This is an optimization exercise on Yosys and OpenROAD, whose aim is a short achievable clock period and few clock cycles per item, not a production implementation. Function was checked by simulation only, so behaviour that the tests miss may differ from the original. The clock port is modelled as an ideal driver, which makes a skipped or thinned clock tree look cheaper than it is; a real chip needs a root buffer or a tree. No activity file was given, so power comes from the tool's default toggle rates.

Design fm_frontend_top, start of the top module:
module fm_frontend_top (
    input  logic                 clock,
    input  logic                 i_rst_n,
    input  logic                 i_in_wr_en,
    input  fm_sample_pkg::byte_t i_in_din,
    output logic                 o_in_full,
    input  logic                 i_out_rd_en,
    output fm_sample_pkg::iq_t   o_out_iq,
    output logic                 o_out_empty
);
For scale: about 1,800 flip-flops, about 78 I/O pins, roughly 89,000 um^2 of cells after synthesis.
==> flow/config.mk <==
export PLATFORM = sky130hd
export DESIGN_NAME = fm_frontend_top
export DESIGN_NICKNAME = fm_frontend_top
export VERILOG_FILES = /design/flow/design.v
export SDC_FILE = /design/flow/constraint.sdc
export NUM_CORES = 4
export LEC_CHECK = 0
export CAP_MARGIN = 20
export CORE_MARGIN = 2
export CORE_UTILIZATION = 40
export SLEW_MARGIN = 20
==> flow/constraint.sdc <==
create_clock -name core_clock -period 12.0 [get_ports {clock}]
set_input_delay 2.4000 -clock core_clock [delete_from_list [all_inputs] [get_ports {clock}]]
set_output_delay 2.4000 -clock core_clock [all_outputs]
set_load 0.01 [all_outputs]
standard.sh (not shown) runs the stock make flow with config.mk's settings and CLKGATE_MAP_FILE= SYNTH_SCRIPT=/design/flow/synth_recipe.tcl, a recipe that flattens the netlist after the stock synthesis.
==> flow/flow/run.sh <==
#!/bin/bash
# Standard synthesis and layout (the standard.sh), with:
#  - repair_timing asked for extra setup slack, port buffers made plain
#    buffers, and other ORFS knobs listed in knobs.txt;
#  - after clock tree synthesis, custom_cts.tcl rebuilds the clock tree as
#    port -> 4 mid inverters -> leaf inverting buffers -> flip-flops.
# The whole ORFS output goes to standard_flow.log in the work folder.
set -euo pipefail
here="$(cd "$(dirname "${BASH_SOURCE[0]}")" && pwd)"
mapfile -t knobs < <(grep -v '^#' "$here/knobs.txt" | grep -v '^ *$')
bash standard.sh "${knobs[@]}" "POST_CTS_TCL=$here/custom_cts.tcl" finish > standard_flow.log 2>&1
==> flow/flow/custom_cts.tcl <==

set ccts_leaf_max 22
if {[info exists ::env(CCTS_LEAF_MAX)]} { set ccts_leaf_max $::env(CCTS_LEAF_MAX) }
set ccts_mids 4
set ccts_buf sky130_fd_sc_hd__inv_16
if {[info exists ::env(CCTS_MID_BUF)]} { set ccts_buf $::env(CCTS_MID_BUF) }
set ccts_leaf_buf sky130_fd_sc_hd__bufinv_16
if {[info exists ::env(CCTS_LEAF_BUF)]} { set ccts_leaf_buf $::env(CCTS_LEAF_BUF) }

proc ccts_log {msg} { puts "custom_cts: $msg" }

# Split items (lists {x y payload}) into groups of at most max by median
# bisection along the longer side of their bounding box.
proc ccts_bisect {items max} {
  if {[llength $items] <= $max} { return [list $items] }
  set xs [lmap it $items {lindex $it 0}]
  set ys [lmap it $items {lindex $it 1}]
  set xs [lsort -real $xs]
  set ys [lsort -real $ys]
  set dx [expr {[lindex $xs end] - [lindex $xs 0]}]
  set dy [expr {[lindex $ys end] - [lindex $ys 0]}]
  set k [expr {$dx >= $dy ? 0 : 1}]
  set sorted [lsort -real -index $k $items]
  set h [expr {[llength $sorted] / 2}]
  return [concat [ccts_bisect [lrange $sorted 0 [expr {$h - 1}]] $max] \
                 [ccts_bisect [lrange $sorted $h end] $max]]
}

# Split items into exactly n groups of near-equal size by recursive median
# bisection along the longer side of their bounding box.
proc ccts_split_n {items n} {
  if {$n <= 1} { return [list $items] }
  set xs [lsort -real [lmap it $items {lindex $it 0}]]
  set ys [lsort -real [lmap it $items {lindex $it 1}]]
  set dx [expr {[lindex $xs end] - [lindex $xs 0]}]
  set dy [expr {[lindex $ys end] - [lindex $ys 0]}]
  set k [expr {$dx >= $dy ? 0 : 1}]
  set sorted [lsort -real -index $k $items]
  set n1 [expr {$n / 2}]
  set n2 [expr {$n - $n1}]
  set h [expr {int(round(double([llength $sorted]) * $n1 / $n))}]
  return [concat [ccts_split_n [lrange $sorted 0 [expr {$h - 1}]] $n1] \
                 [ccts_split_n [lrange $sorted $h end] $n2]]
}

proc ccts_centroid {items} {
  set sx 0.0
  set sy 0.0
  foreach it $items {
    set sx [expr {$sx + [lindex $it 0]}]
    set sy [expr {$sy + [lindex $it 1]}]
  }
  set n [llength $items]
  return [list [expr {$sx / $n}] [expr {$sy / $n}]]
}

proc ccts_inst_center {inst} {
  set b [$inst getBBox]
  return [list [expr {($b xMin) + 0.0}] [expr {($b yMin) + 0.0}] \
               [expr {([$b xMin] + [$b xMax]) / 2.0}] [expr {([$b yMin] + [$b yMax]) / 2.0}]]
}

set ccts_block [ord::get_db_block]
set ccts_db [ord::get_db]
set ccts_master [$ccts_db findMaster $ccts_buf]
set ccts_leaf_master [$ccts_db findMaster $ccts_leaf_buf]
set ccts_pnet [[$ccts_block findBTerm clock] getNet]

# Walk the existing tree from the clock port.
set ccts_sinks {}
set ccts_tree_insts {}
set ccts_tree_nets {}
set ccts_queue [list $ccts_pnet]
while {[llength $ccts_queue]} {
  set net [lindex $ccts_queue 0]
  set ccts_queue [lrange $ccts_queue 1 end]
  foreach it [$net getITerms] {
    if {[$it isOutputSignal]} { continue }
    set inst [$it getInst]
    set m [$inst getMaster]
    set mname [$m getName]
    if {[$m isSequential]} {
      lappend ccts_sinks $it
      continue
    }
    set drives 0
    foreach oit [$inst getITerms] {
      if {[$oit isOutputSignal] && [$oit getNet] ne "NULL"} { set drives 1 }
    }
    # a cell that drives the tree must be a plain buffer; the others are
    # CTS's dummy loads
    if {$drives && ![string match "*clkbuf*" $mname] && ![string match "*__buf_*" $mname]} {
      error "custom_cts: unexpected cell [$inst getName] ($mname) in the clock tree"
    }
    lappend ccts_tree_insts $inst
    foreach oit [$inst getITerms] {
      if {[$oit isOutputSignal] && [$oit getNet] ne "NULL"} {
        lappend ccts_tree_nets [$oit getNet]
        lappend ccts_queue [$oit getNet]
      }
    }
  }
}
ccts_log "[llength $ccts_sinks] sinks, removing [llength $ccts_tree_insts] tree cells and [llength $ccts_tree_nets] nets"

# Sink positions (the clock pin's cell centre).
set ccts_items {}
foreach it $ccts_sinks {
  set b [[$it getInst] getBBox]
  lappend ccts_items [list [expr {([$b xMin] + [$b xMax]) / 2.0}] \
                           [expr {([$b yMin] + [$b yMax]) / 2.0}] $it]
}

# Take the old tree down.
foreach it $ccts_sinks { $it disconnect }
foreach inst $ccts_tree_insts { odb::dbInst_destroy $inst }
foreach net $ccts_tree_nets { odb::dbNet_destroy $net }

set ccts_site_h 2720
proc ccts_place {inst x y} {
  set m [$inst getMaster]
  set w [$m getWidth]
  set h [$m getHeight]
  set core [[ord::get_db_block] getCoreArea]
  set lx [expr {int($x - $w / 2.0)}]
  set ly [expr {int($y - $h / 2.0)}]
  set lx [expr {max([$core xMin], min($lx, [$core xMax] - $w))}]
  set ly [expr {max([$core yMin], min($ly, [$core yMax] - $h))}]
  $inst setLocation $lx $ly
  $inst setPlacementStatus PLACED
}

# Leaves.
set ccts_nleaves [expr {int(ceil(double([llength $ccts_items]) / $ccts_leaf_max))}]
set ccts_groups [ccts_split_n $ccts_items $ccts_nleaves]
set ccts_leaves {}
set li 0
foreach g $ccts_groups {
  lassign [ccts_centroid $g] cx cy
  set inst [odb::dbInst_create $ccts_block $ccts_leaf_master "cclk_leaf_$li"]
  set net [odb::dbNet_create $ccts_block "cclk_leaf_net_$li"]
  $net setSigType CLOCK
  foreach oit [$inst getITerms] {
    if {[$oit isOutputSignal]} { $oit connect $net }
  }
  foreach item $g { [lindex $item 2] connect $net }
  ccts_place $inst $cx $cy
  lappend ccts_leaves [list $cx $cy $inst]
  incr li
}

# Mids.
set ccts_mid_groups [ccts_split_n $ccts_leaves $ccts_mids]
set mi 0
foreach g $ccts_mid_groups {
  lassign [ccts_centroid $g] cx cy
  set inst [odb::dbInst_create $ccts_block $ccts_master "cclk_mid_$mi"]
  set net [odb::dbNet_create $ccts_block "cclk_mid_net_$mi"]
  $net setSigType CLOCK
  foreach oit [$inst getITerms] {
    if {[$oit isOutputSignal]} { $oit connect $net }
    if {[$oit isInputSignal]} { $oit connect $ccts_pnet }
  }
  foreach item $g {
    set leaf [lindex $item 2]
    foreach iit [$leaf getITerms] {
      if {[$iit isInputSignal]} { $iit connect $net }
    }
  }
  ccts_place $inst $cx $cy
  incr mi
}
$ccts_pnet setSigType CLOCK
ccts_log "built [llength $ccts_leaves] leaves and $mi mids"

detailed_placement
check_placement
global_connect
==> flow/flow/knobs.txt <==
SETUP_SLACK_MARGIN=9.2
TNS_END_PERCENT=100
BUFFER_PORTS_ARGS=-buffer_cell sky130_fd_sc_hd__buf_4
CORE_UTILIZATION=60
PLACE_DENSITY=0.72
Testbench counts at the start, summed over its fixed seeds: cycles 8,216, items 2,048.
Then changed:
--- a/flow/flow/run.sh
+++ b/flow/flow/run.sh
@@ -6 +6 @@
-#    port -> 4 mid inverters -> leaf inverting buffers -> flip-flops.
+#    port -> 4 mid buffers -> leaf buffers -> flip-flops.
--- a/flow/flow/custom_cts.tcl
+++ b/flow/flow/custom_cts.tcl
@@ -5,3 +5,2 @@
-set ccts_buf sky130_fd_sc_hd__inv_16
-if {[info exists ::env(CCTS_MID_BUF)]} { set ccts_buf $::env(CCTS_MID_BUF) }
-set ccts_leaf_buf sky130_fd_sc_hd__bufinv_16
+set ccts_buf sky130_fd_sc_hd__clkbuf_16
+set ccts_leaf_buf sky130_fd_sc_hd__clkbuf_16
==> flow/flow/knobs.txt (replaced) <==
SETUP_SLACK_MARGIN=9.2
TNS_END_PERCENT=100
BUFFER_PORTS_ARGS=-buffer_cell sky130_fd_sc_hd__buf_4
CORE_UTILIZATION=75
PLACE_DENSITY=0.85
The changed run produced a clean layout.
Sequential cell count is unchanged.
Global-route usage is higher by 11 points.
Total power is lower by about 6%.
Hold slack improved by 0.0042 ns.
Die area is lower by 20%.
Design area is lower by about 0.3%.
Synthesized cell count stays the same.
Register-to-register slack got worse by 0.08 ns.
Area after synthesis does not change.
Core utilization is higher by 16 points.
Routed wire length is higher by about 12%.
In every run of this note, the design's own scripts or RTL, not TritonCTS, make the clock network.

[separate check: timing with driven ports]
No port has a modelled driver above. Below, the same layouts with a new extraction and two added sets of constraints.
Step 1 (the two cells are an assumption about what drives the block):
set clk [get_ports {clock}]
set_driving_cell -lib_cell sky130_fd_sc_hd__clkbuf_16 $clk
set_driving_cell -lib_cell sky130_fd_sc_hd__buf_2 [delete_from_list [all_inputs] $clk]
Step 2 adds t to the input delays and takes it off the output delays; t is the mean of the earliest and latest rising clock arrival at the registers after step 1. Input paths then give back, and output paths get back, about the clock's delay inside the block.
Slacks: ideal ports / drivers / drivers and shift; pairs: ideal ports / drivers.
| run | shift t [ns] | setup slack, ns | slew at the worst register clock pin (ns) | cell pins on the clock port's net |
|---|---|---|---|---|
| the first run | 0.635 | 8.760 / 8.477 / 8.190 | 0.10 / 0.10 | 4 |
| the second run | 0.740 | 8.550 / 8.380 / 8.107 | 0.10 / 0.10 | 4 |
After both steps setup and hold are still met in every run listed. The setup slack of the first run, which loses most, moves by -0.283 ns with the drivers and by -0.570 ns with both steps.
